What follows belongs to an exercise in optimizing a design on an open flow for small area and a short achievable clock period; a production flow would make more cautious choices.
The RTL was checked by simulation tests, not by an equivalence proof against the original design.

===== design/flow/config.mk =====
export PLATFORM = sky130hd
export DESIGN_NAME = axis_to_seg_top
export DESIGN_NICKNAME = axis_to_seg_top
export VERILOG_FILES = /design/flow/design.v
export SDC_FILE = /design/flow/constraint.sdc
export NUM_CORES = 4
export LEC_CHECK = 0
export CAP_MARGIN = 20
export CORE_MARGIN = 2
export CORE_UTILIZATION = 40
export SLEW_MARGIN = 20

===== design/flow/constraint.sdc =====
create_clock -name core_clock -period 5.5 [get_ports {aclk}]
set_input_delay 1.1000 -clock core_clock [delete_from_list [all_inputs] [get_ports {aclk}]]
set_output_delay 1.1000 -clock core_clock [all_outputs]
set_load 0.01 [all_outputs]

===== design/flow/design.v =====
package seg_pkg;
    localparam int SEG_DW      = 32;                    
    localparam int SEGS_PER_CH = 2;                     
    localparam int ING_DW      = SEGS_PER_CH * SEG_DW;  
    localparam int SEG_KW      = SEG_DW / 8;            
    localparam int MTY_W       = $clog2(SEG_KW);        
    localparam int XFER_ID_W   = 2;
    localparam int SEG_TID_W   = 3;
    localparam int ING_BEAT_W  = ING_DW + ING_DW/8 + 6 + 7;                   
    localparam int SEG_BEAT_W  = SEG_DW + 4 + MTY_W;                          
    localparam int CH_SEG_W    = SEGS_PER_CH * SEG_BEAT_W;                    
    localparam int CONV_BEAT_W = ING_DW + SEGS_PER_CH*(MTY_W+1) + 6 + 7;      
    typedef logic [ING_DW-1:0]       ing_data_t;
    typedef logic [ING_DW/8-1:0]     ing_keep_t;
    typedef logic [5:0]              ing_tid_t;         
    typedef logic [6:0]              ing_tdest_t;       
    typedef logic [SEG_DW-1:0]       seg_data_t;
    typedef logic [XFER_ID_W-1:0]    xfer_id_t;
    typedef logic [SEG_TID_W-1:0]    seg_tid_t;
    typedef logic [MTY_W-1:0]        seg_mty_t;
    typedef struct packed {
        ing_data_t  data;
        ing_keep_t  keep;
        ing_tid_t   tid;
        ing_tdest_t tdest;
    } ing_beat_t;
    typedef struct packed {
        ing_data_t                   data;
        seg_mty_t [SEGS_PER_CH-1:0]  mty;
        logic [SEGS_PER_CH-1:0]      ena;
        ing_tid_t                    tid;
        ing_tdest_t                  tdest;
    } conv_beat_t;
    typedef struct packed {
        seg_data_t data;
        logic      ena;
        logic      sop;
        logic      eop;
        logic      err;
        seg_mty_t  mty;
    } seg_beat_t;
    typedef seg_beat_t [SEGS_PER_CH-1:0] ch_seg_t;
    function automatic seg_mty_t keep_to_mty(input logic [SEG_KW-1:0] keep);
        seg_mty_t mty;
        mty = '0;
        for (int i = 0; i < SEG_KW; i++) begin
            if (keep[i]) mty = MTY_W'(SEG_KW - 1 - i);  
        end
        keep_to_mty = mty;
    endfunction
endpackage
module seg_fifo #(
    parameter int WIDTH    = 8,
    parameter int DEPTH    = 16,
    parameter int AF_LEVEL = DEPTH - 4
) (
    input  logic                       aclk,
    input  logic                       local_rstn,
    input  logic                       wr_en,
    input  logic [WIDTH-1:0]           wr_data,
    output logic                       full,
    input  logic                       rd_en,
    output logic [WIDTH-1:0]           rd_data,
    output logic                       rd_valid,
    output logic [$clog2(DEPTH+1)-1:0] fill,
    output logic                       almost_full
);
    localparam int PTR_W = $clog2(DEPTH);
    localparam int CNT_W = $clog2(DEPTH + 1);
    logic [WIDTH-1:0] mem [DEPTH];
    logic [PTR_W-1:0] wr_ptr;
    logic [PTR_W-1:0] rd_ptr;
    logic [CNT_W-1:0] count;
    logic             do_wr;
    logic             do_rd;
    assign do_wr    = wr_en & ~full;
    assign do_rd    = rd_en & rd_valid;
    assign full     = (count == CNT_W'(DEPTH));
    assign rd_valid = (count != '0);
    assign rd_data  = rd_valid ? mem[rd_ptr] : '0;  
    assign fill     = count;
    always_ff @(posedge aclk) begin
        if (do_wr) mem[wr_ptr] <= wr_data;
    end
    always_ff @(posedge aclk) begin
        if (!local_rstn) begin
            wr_ptr      <= '0;
            rd_ptr      <= '0;
            count       <= '0;
            almost_full <= 1'b0;
        end else begin
            if (do_wr) begin
                wr_ptr <= (wr_ptr == PTR_W'(DEPTH - 1)) ? '0 : wr_ptr + 1'b1;
            end
            if (do_rd) begin
                rd_ptr <= (rd_ptr == PTR_W'(DEPTH - 1)) ? '0 : rd_ptr + 1'b1;
            end
            case ({do_wr, do_rd})
                2'b10:   count <= count + 1'b1;
                2'b01:   count <= count - 1'b1;
                default: count <= count;     
            endcase
            almost_full <= (count >= CNT_W'(AF_LEVEL));  
        end
    end
endmodule
module seg_channel #(
    parameter int ING_DEPTH = 16,
    parameter int EGR_DEPTH = 16,
    parameter int MIN_FILL  = 4
) (
    input  logic                aclk,
    input  logic                local_rstn,
    input  logic                ing_valid,
    output logic                ing_ready,
    input  seg_pkg::ing_beat_t  ing_beat,
    input  logic                pop,
    output logic                ing_head_valid,
    output logic                ing_level_ok,
    output logic                egr_almost_full,
    output logic                seg_valid,
    input  logic                seg_ready,
    output logic [seg_pkg::CH_SEG_W-1:0] seg_out,    
    output seg_pkg::xfer_id_t   head_xfer_id,
    output seg_pkg::xfer_id_t   head_alt_id,
    output seg_pkg::seg_tid_t   head_seg_tid
);
    localparam int ING_FILL_W = $clog2(ING_DEPTH + 1);
    localparam int EGR_AF     = EGR_DEPTH - 4;    
    logic                    ing_full;
    seg_pkg::ing_beat_t      ing_head;
    logic [ING_FILL_W-1:0]   ing_fill;
    seg_pkg::conv_beat_t     conv_next;
    seg_pkg::conv_beat_t     conv_beat;
    logic                    conv_vld;
    seg_pkg::conv_beat_t     egr_head;
    logic [seg_pkg::SEGS_PER_CH-1:0] egr_sop;
    logic [seg_pkg::SEGS_PER_CH-1:0] egr_eop;
    logic [seg_pkg::SEGS_PER_CH-1:0] egr_err;
    assign ing_ready = ~ing_full;
    seg_fifo #(
        .WIDTH    (seg_pkg::ING_BEAT_W),
        .DEPTH    (ING_DEPTH),
        .AF_LEVEL (ING_DEPTH)
    ) ing_fifo (
        .aclk        (aclk),
        .local_rstn  (local_rstn),
        .wr_en       (ing_valid & ing_ready),
        .wr_data     (ing_beat),
        .full        (ing_full),
        .rd_en       (pop),
        .rd_data     (ing_head),
        .rd_valid    (ing_head_valid),
        .fill        (ing_fill),
        .almost_full ()
    );
    always_ff @(posedge aclk) begin
        if (!local_rstn) begin
            ing_level_ok <= 1'b0;
        end else begin
            ing_level_ok <= (ing_fill >= ING_FILL_W'(MIN_FILL));
        end
    end
    always_comb begin
        conv_next.data  = ing_head.data;
        conv_next.tid   = ing_head.tid;
        conv_next.tdest = ing_head.tdest;
        for (int seg = 0; seg < seg_pkg::SEGS_PER_CH; seg++) begin
            conv_next.mty[seg] = seg_pkg::keep_to_mty(
                ing_head.keep[seg*seg_pkg::SEG_KW +: seg_pkg::SEG_KW]);
            conv_next.ena[seg] = ing_head.keep[seg*seg_pkg::SEG_KW];  
        end
    end
    always_ff @(posedge aclk) begin
        conv_beat <= conv_next;
    end
    always_ff @(posedge aclk) begin
        if (!local_rstn) begin
            conv_vld <= 1'b0;
        end else begin
            conv_vld <= pop;
        end
    end
    seg_fifo #(
        .WIDTH    (seg_pkg::CONV_BEAT_W),
        .DEPTH    (EGR_DEPTH),
        .AF_LEVEL (EGR_AF)
    ) egr_fifo (
        .aclk        (aclk),
        .local_rstn  (local_rstn),
        .wr_en       (conv_vld),
        .wr_data     (conv_beat),
        .full        (),
        .rd_en       (seg_ready),
        .rd_data     (egr_head),
        .rd_valid    (seg_valid),
        .fill        (),
        .almost_full (egr_almost_full)
    );
    assign {head_xfer_id, egr_sop, egr_eop}     = egr_head.tid;    
    assign {head_alt_id, head_seg_tid, egr_err} = egr_head.tdest;
    always_comb begin
        for (int seg = 0; seg < seg_pkg::SEGS_PER_CH; seg++) begin
            seg_out[seg*seg_pkg::SEG_BEAT_W + seg_pkg::MTY_W + 4 +: seg_pkg::SEG_DW] =
                egr_head.data[seg*seg_pkg::SEG_DW +: seg_pkg::SEG_DW];
            seg_out[seg*seg_pkg::SEG_BEAT_W + seg_pkg::MTY_W + 3] = egr_head.ena[seg] & seg_valid;   
            seg_out[seg*seg_pkg::SEG_BEAT_W + seg_pkg::MTY_W + 2] = egr_sop[seg];
            seg_out[seg*seg_pkg::SEG_BEAT_W + seg_pkg::MTY_W + 1] = egr_eop[seg];
            seg_out[seg*seg_pkg::SEG_BEAT_W + seg_pkg::MTY_W]     = egr_err[seg];
            seg_out[seg*seg_pkg::SEG_BEAT_W +: seg_pkg::MTY_W]    = egr_head.mty[seg];
        end
    end
endmodule
module drain_ctrl #(
    parameter int NUM_CH   = 2,
    parameter int MIN_FILL = 4
) (
    input  logic              aclk,
    input  logic              local_rstn,
    input  logic [NUM_CH-1:0] head_valid,
    input  logic [NUM_CH-1:0] level_ok,
    input  logic [NUM_CH-1:0] almost_full,
    output logic              pop
);
    logic start_ok;
    logic align_rdy;    
    logic drain_en;     
    logic egr_room;
    assign start_ok = (MIN_FILL == 0) ? (&head_valid) : (&level_ok);
    always_ff @(posedge aclk) begin
        if (!local_rstn || head_valid == '0) begin
            align_rdy <= 1'b0;
            drain_en  <= 1'b0;
        end else begin
            if (start_ok) align_rdy <= 1'b1;  
            drain_en <= align_rdy;
        end
    end
    always_ff @(posedge aclk) begin
        if (!local_rstn) begin
            egr_room <= 1'b0;
        end else begin
            egr_room <= ~(|almost_full);
        end
    end
    assign pop = drain_en & (&head_valid) & egr_room;
endmodule
module align_checker #(
    parameter int NUM_CH = 2
) (
    input  logic              aclk,
    input  logic              local_rstn,
    input  logic [NUM_CH*seg_pkg::XFER_ID_W-1:0] xfer_id,   
    input  logic [NUM_CH*seg_pkg::XFER_ID_W-1:0] alt_id,
    input  logic [NUM_CH*seg_pkg::SEG_TID_W-1:0] seg_tid,   
    output logic              err_alignment
);
    logic [NUM_CH-2:0] id_ne;      
    logic [NUM_CH-2:0] tid_ne;     
    logic              alt_ne;
    logic              alt_any;
    always_comb begin
        alt_any = 1'b0;
        for (int ch = 0; ch < NUM_CH; ch++) begin
            alt_any = alt_any | (xfer_id[ch*seg_pkg::XFER_ID_W +: seg_pkg::XFER_ID_W] !=
                                 alt_id[ch*seg_pkg::XFER_ID_W +: seg_pkg::XFER_ID_W]);
        end
    end
    always_ff @(posedge aclk) begin
        if (!local_rstn) begin
            id_ne         <= '0;
            tid_ne        <= '0;
            alt_ne        <= 1'b0;
            err_alignment <= 1'b0;
        end else begin
            for (int ch = 0; ch < NUM_CH - 1; ch++) begin
                id_ne[ch]  <= (xfer_id[ch*seg_pkg::XFER_ID_W +: seg_pkg::XFER_ID_W] !=
                               xfer_id[(ch+1)*seg_pkg::XFER_ID_W +: seg_pkg::XFER_ID_W]);
                tid_ne[ch] <= (seg_tid[ch*seg_pkg::SEG_TID_W +: seg_pkg::SEG_TID_W] !=
                               seg_tid[(ch+1)*seg_pkg::SEG_TID_W +: seg_pkg::SEG_TID_W]);
            end
            alt_ne        <= alt_any;
            err_alignment <= (|id_ne) | (|tid_ne) | alt_ne;
        end
    end
endmodule
module axis_to_seg_top #(
    parameter int NUM_CH    = 2,
    parameter int ING_DEPTH = 16,
    parameter int EGR_DEPTH = 16
) (
    input  logic               aclk,
    input  logic               local_rstn,
    input  logic [NUM_CH-1:0]  ing_valid,
    output logic [NUM_CH-1:0]  ing_ready,
    input  logic [NUM_CH*seg_pkg::ING_BEAT_W-1:0] ing_beat,   
    output logic [NUM_CH-1:0]  seg_valid,
    input  logic [NUM_CH-1:0]  seg_ready,
    output logic [NUM_CH*seg_pkg::CH_SEG_W-1:0]   seg_out,    
    output seg_pkg::seg_tid_t  seg_tid,
    output logic               err_alignment
);
    localparam int MIN_FILL = ING_DEPTH / 4;
    logic [NUM_CH-1:0] head_valid;
    logic [NUM_CH-1:0] level_ok;
    logic [NUM_CH-1:0] almost_full;
    logic              pop;           
    logic [NUM_CH*seg_pkg::XFER_ID_W-1:0] head_xfer_id;
    logic [NUM_CH*seg_pkg::XFER_ID_W-1:0] head_alt_id;
    logic [NUM_CH*seg_pkg::SEG_TID_W-1:0] head_seg_tid;
    for (genvar ch = 0; ch < NUM_CH; ch++) begin : gen_ch
        seg_channel #(
            .ING_DEPTH (ING_DEPTH),
            .EGR_DEPTH (EGR_DEPTH),
            .MIN_FILL  (MIN_FILL)
        ) u_channel (
            .aclk            (aclk),
            .local_rstn      (local_rstn),
            .ing_valid       (ing_valid[ch]),
            .ing_ready       (ing_ready[ch]),
            .ing_beat        (ing_beat[ch*seg_pkg::ING_BEAT_W +: seg_pkg::ING_BEAT_W]),
            .pop             (pop),
            .ing_head_valid  (head_valid[ch]),
            .ing_level_ok    (level_ok[ch]),
            .egr_almost_full (almost_full[ch]),
            .seg_valid       (seg_valid[ch]),
            .seg_ready       (seg_ready[ch]),
            .seg_out         (seg_out[ch*seg_pkg::CH_SEG_W +: seg_pkg::CH_SEG_W]),
            .head_xfer_id    (head_xfer_id[ch*seg_pkg::XFER_ID_W +: seg_pkg::XFER_ID_W]),
            .head_alt_id     (head_alt_id[ch*seg_pkg::XFER_ID_W +: seg_pkg::XFER_ID_W]),
            .head_seg_tid    (head_seg_tid[ch*seg_pkg::SEG_TID_W +: seg_pkg::SEG_TID_W])
        );
    end
    drain_ctrl #(
        .NUM_CH   (NUM_CH),
        .MIN_FILL (MIN_FILL)
    ) u_drain (
        .aclk        (aclk),
        .local_rstn  (local_rstn),
        .head_valid  (head_valid),
        .level_ok    (level_ok),
        .almost_full (almost_full),
        .pop         (pop)
    );
    align_checker #(
        .NUM_CH (NUM_CH)
    ) u_align (
        .aclk          (aclk),
        .local_rstn    (local_rstn),
        .xfer_id       (head_xfer_id),
        .alt_id        (head_alt_id),
        .seg_tid       (head_seg_tid),
        .err_alignment (err_alignment)
    );
    assign seg_tid = head_seg_tid[seg_pkg::SEG_TID_W-1:0];   
endmodule

===== design/flow/run.sh =====
#!/bin/bash
# synth_recipe.tcl (not shown) runs the flow's synth.tcl, then flattens the netlist and writes it again
# the make line also repeats each setting of config.mk as NAME=value (left out here)
make -C /OpenROAD-flow-scripts/flow DESIGN_CONFIG=/design/flow/config.mk WORK_HOME=/design/flow/orfs CLKGATE_MAP_FILE= SYNTH_SCRIPT=/design/flow/synth_recipe.tcl finish

==> flow_metrics.py <==
metrics = {
    "drt": {
        "vias": 94400,
        "drt-initial-drc-count": 10700,
        "wl_per_cell_um": 31.0,
        "via_per_inst": 5.63,
        "ant_nets": 0,
        "drc": 0,
        "drt-total-wl_um": 520000,
        "drt_first_pass_iters": 6,
    },
    "global_routing": {
        "gr-usage-all-layers": 0.192,
        "grt_max_degree": 143,
        "grt_pass1_wl_um": 733000,
        "first_global_vias": 97400,
        "antenna_found_initial": 148,
        "grt_overflow_total": 0,
    },
    "sta": {
        "fmax_mhz": 189,
        "post-route-period-util": 0.963,
        "drv_slew": 0,
        "fin_ws_ps": 204,
        "fin_hold_ws_ps": 476,
        "tightest_slew_ps": 1200,
        "hold_viol_final": 0,
        "slew_headroom": 0.200,
        "rsz0062_at_grt": "false",
        "finalCriticalPeriod_ps": 5300,
        "setup-violations-final": 0,
        "fin_skew_ps": 43.4,
    },
    "placement": {
        "preCtsSetupSlack_ps": 1120,
        "placedCellCount": 15700,
        "place.port_buffers": 335,
        "dpl.hpwl_um": 281000,
        "place.gp.congestion": 0.755,
    },
    "clock_network": {
        "cts_root_buffer": "clkbuf_16",
        "clkSinkCount": 5622,
        "cts_buffers": 569,
        "clk_latency_ps": 1060,
        "clockBufferDepth": 4,
        "cts_tree": "built",
        "post_cts_buffers": 1,
        "clkSlewWorstSetupHoldPaths_ps": 60,
        "ctsResizeCount": 0,
        "ctsHoldBuffers": 0,
        "cts.htree.levels": 6,
    },
    "logic_synthesis": {
        "synth_top_area_cell": "edfxtp_1",
        "synth_ff_type": "edfxtp_1",
        "yosys_warnings": 5,
        "yosysUniqueCellTypes": 46,
        "yosys-top-cells-area": "edfxtp_1, mux4_2, dfxtp_1, nor2b_1, and2_1",
        "synth_nets": 8787,
        "synth_seq_cells": 5622,
        "syn_inst": 8573,
        "seq_area_frac_synth": 0.789,
        "synthArstFlopShare": 0,
        "syn_avg_cell_area_um2": 24.6,
        "synth_area_mm2": 0.211,
        "synth_edf_count": 5376,
        "netlist.area_leader.share": 0.765,
    },
    "die": {
        "coreArea_mm2": 0.525,
        "rows": 266,
        "die_h_um": 730,
        "start_util": 0.402,
        "dieWidth_um": 730,
        "pin_count": 336,
        "die_area_mm2": 0.533,
    },
    "layout": {
        "area_growth_pct": 15.3,
        "mostFrequentLayoutCell": "edfxtp_1",
        "utilization": 0.463,
        "post_route_cells_drive_above_1_share": 0.287,
        "instances_no_fill": 16800,
        "final_cell_mix": "edfxtp_1, mux4_2, clkbuf_16",
        "finalNetCount": 9507,
    },
    "critical_path": {
        "arrival_ps": 4200,
        "crit_path_cell_trace": "inv_1 > nand3_1 > nand4_1 > o31ai_1 > clkdlybuf4s50_1",
        "critPathSlowestCell": "dfxtp_4",
        "r2r_setup_slack_ps": 1840,
        "reg2reg_depth": 14,
        "cp.required_ps": 4400,
        "cp_max_fo": 39,
        "r2r_start": "gen_ch[1].u_channel.egr_fifo.count[0]$_SDFFE_PN0P_",
        "reg2reg_to": "gen_ch[1].u_channel.egr_fifo.count[4]$_SDFFE_PN0P_",
        "critPathCaptureType": "primary output",
        "critPathKind": "register to primary output",
        "start_kind": "register",
        "slowest_delay_ps": 930,
    },
    "power_and_ir_drop": {
        "power.density_mw_per_mm2": 358,
        "finalPower_mw": 87.2,
        "power.leakage_nw": 73.5,
        "power_frac_seq": 0.552,
        "power.net_switching_mw": 17.6,
        "clockPowerShare": 0.432,
        "ir_drop_mv": 0.362,
        "p_int_mw": 69.6,
        "p_comb_frac": 0.016,
        "switching_share": 0.202,
    },
    "hold_path": {
        "holdCritPathClass": "register to register",
        "hold_path_depth": 2,
        "hold_end": "u_drain.align_rdy$_SDFFE_PP0P_",
        "hp-start": "gen_ch[1].u_channel.ing_level_ok$_SDFF_PN0_",
    },
    "flow_run": {
        "cap_viol_max_count": 0,
    },
    "run_status": {
        "status": "timing/DRC/antenna clean",
    },
}
[synth_stat cells (9+ instances only)]
library cell / number
a21oi_1: 50
a22oi_1: 10
and2_1: 155
buf_1: 24
buf_2: 182
buf_4: 12
buf_6: 9
clkbuf_1: 218
dfxtp_1: 246
edfxtp_1: 5376
ha_1: 36
inv_1: 28
mux2i_1: 24
mux4_2: 1658
nand2_1: 59
nand2b_1: 11
nand3_1: 28
nor2_1: 114
nor2b_1: 172
nor3_1: 29
o21ai_0: 17
or3_1: 11
xor2_1: 29
[routing by layer]
| layer | track usage | wire (um) | vias to the layer above | share of wire |
|---|---|---|---|---|
| li1 | - | - | 38200 | - |
| met1 | 0.280 | 223000 | 51800 | 0.43 |
| met2 | 0.305 | 247000 | 3538 | 0.47 |
| met3 | 0.0333 | 37200 | 763 | 0.072 |
| met4 | 0.0470 | 12200 | 56 | 0.023 |
| met5 | 0 | 353 | - | 0.00068 |
[worst max path at each step]
stage / from / endpoint / slack (ps)
after floorplan: ing_valid[0] / gen_ch[0].u_channel.ing_fifo.mem[15][0]$_DFFE_PP_ / -180
after global placement: register / seg_out[71] / 1150
after detailed placement: register / seg_out[71] / 1120
after CTS: register / seg_tid[1] / 30
after global routing: register / seg_out[71] / 70
final: register / seg_tid[1] / 200
[logic make-up (layout without fill, tap and decap cells)]
group | after synthesis | count (layout) | synth area share
flip-flops | 5622 | 5622 | 0.789
XOR/XNOR | 37 | 37 | 0.00154
buffers and inverters | 474 | 1652 | 0.0101
AO/OA/AOI/OAI | 114 | 114 | 0.00327
adder cells (fa/ha/maj) | 38 | 38 | 0.00233
other | 0 | 40 | 0
AND/OR/NAND/NOR | 600 | 600 | 0.0155
multiplexers | 1688 | 1688 | 0.179
[flip-flops by register name, summed over array words and instances (netlist names), 2 cells and up, named ones only]
signal	flops
gen_ch.u_channel.egr_fifo.almost_full	2
gen_ch.u_channel.egr_fifo.rd_ptr	8
gen_ch.u_channel.egr_fifo.mem	2656
gen_ch.u_channel.ing_fifo.mem	2720
gen_ch.u_channel.ing_fifo.rd_ptr	8
gen_ch.u_channel.ing_level_ok	2
gen_ch.u_channel.ing_fifo.wr_ptr	8
gen_ch.u_channel.conv_beat	166
gen_ch.u_channel.egr_fifo.wr_ptr	8
gen_ch.u_channel.egr_fifo.count	10
gen_ch.u_channel.ing_fifo.count	10
[critical path: cells and delay by family, from the launching register on]
kind            cells  cell delay [ps]
buf+inv             2             1200
flops               1              930
compound gates      1              740
simple gates        2              240
[area by class of cell]
| type | instances | area (um2) |
|---|---|---|
| flip-flops and latches | 5622 | 166000 |
| inverters | 29 | 116 |
| diodes | 40 | 100 |
| well taps | 6968 | 8720 |
| clock inverters | 269 | 2660 |
| fillers | 42100 | 282000 |
| clock buffers | 760 | 15500 |
| multi-input cells | 2477 | 43000 |
| repair buffers | 594 | 6790 |
[through the flow]
stage / TNS, ps / cell area (um2)
after floorplan: -300500 / 211000
after global placement: 0 / 225000
after detailed placement: 0 / 225000
after CTS: 0 / 243000
after global routing: 0 / 243000
final: 0 / 243000
[power by group through the flow]
stage	registers, mW	logic [mW]	clock network (mW)
floorplan	48.8	0.419	0
global placement	48.9	1.38	0
detailed placement	49.0	1.41	0
CTS	48.1	1.42	38.4
global route	48.2	1.50	40.0
finish	48.1	1.41	37.7

[what the ideal ports hide]
The flow's constraints put no driver on any port. The routed layout listed below was extracted and timed again, unchanged, in two steps. Step 1: set_driving_cell puts a clkbuf_16 on aclk and a buf_2 on each other input, an assumption about the parent block. Step 2 also shifts input and output timing later by t, the mid clock arrival at the registers, as if the neighbouring blocks saw the same clock. a / b / c = ideal / step 1 / step 2; a / b = the first two.
t (ns): 1.161
setup WS [ns]: 0.204 / 0.082 / 1.243
hold WS [ns]: 0.476 / 0.476 / 0.476
worst slew at a driven data input, ns: 0.35
After both steps setup and hold are still met in this run. The setup slack of this run moves by -0.122 ns with the drivers and by +1.039 ns with both steps.
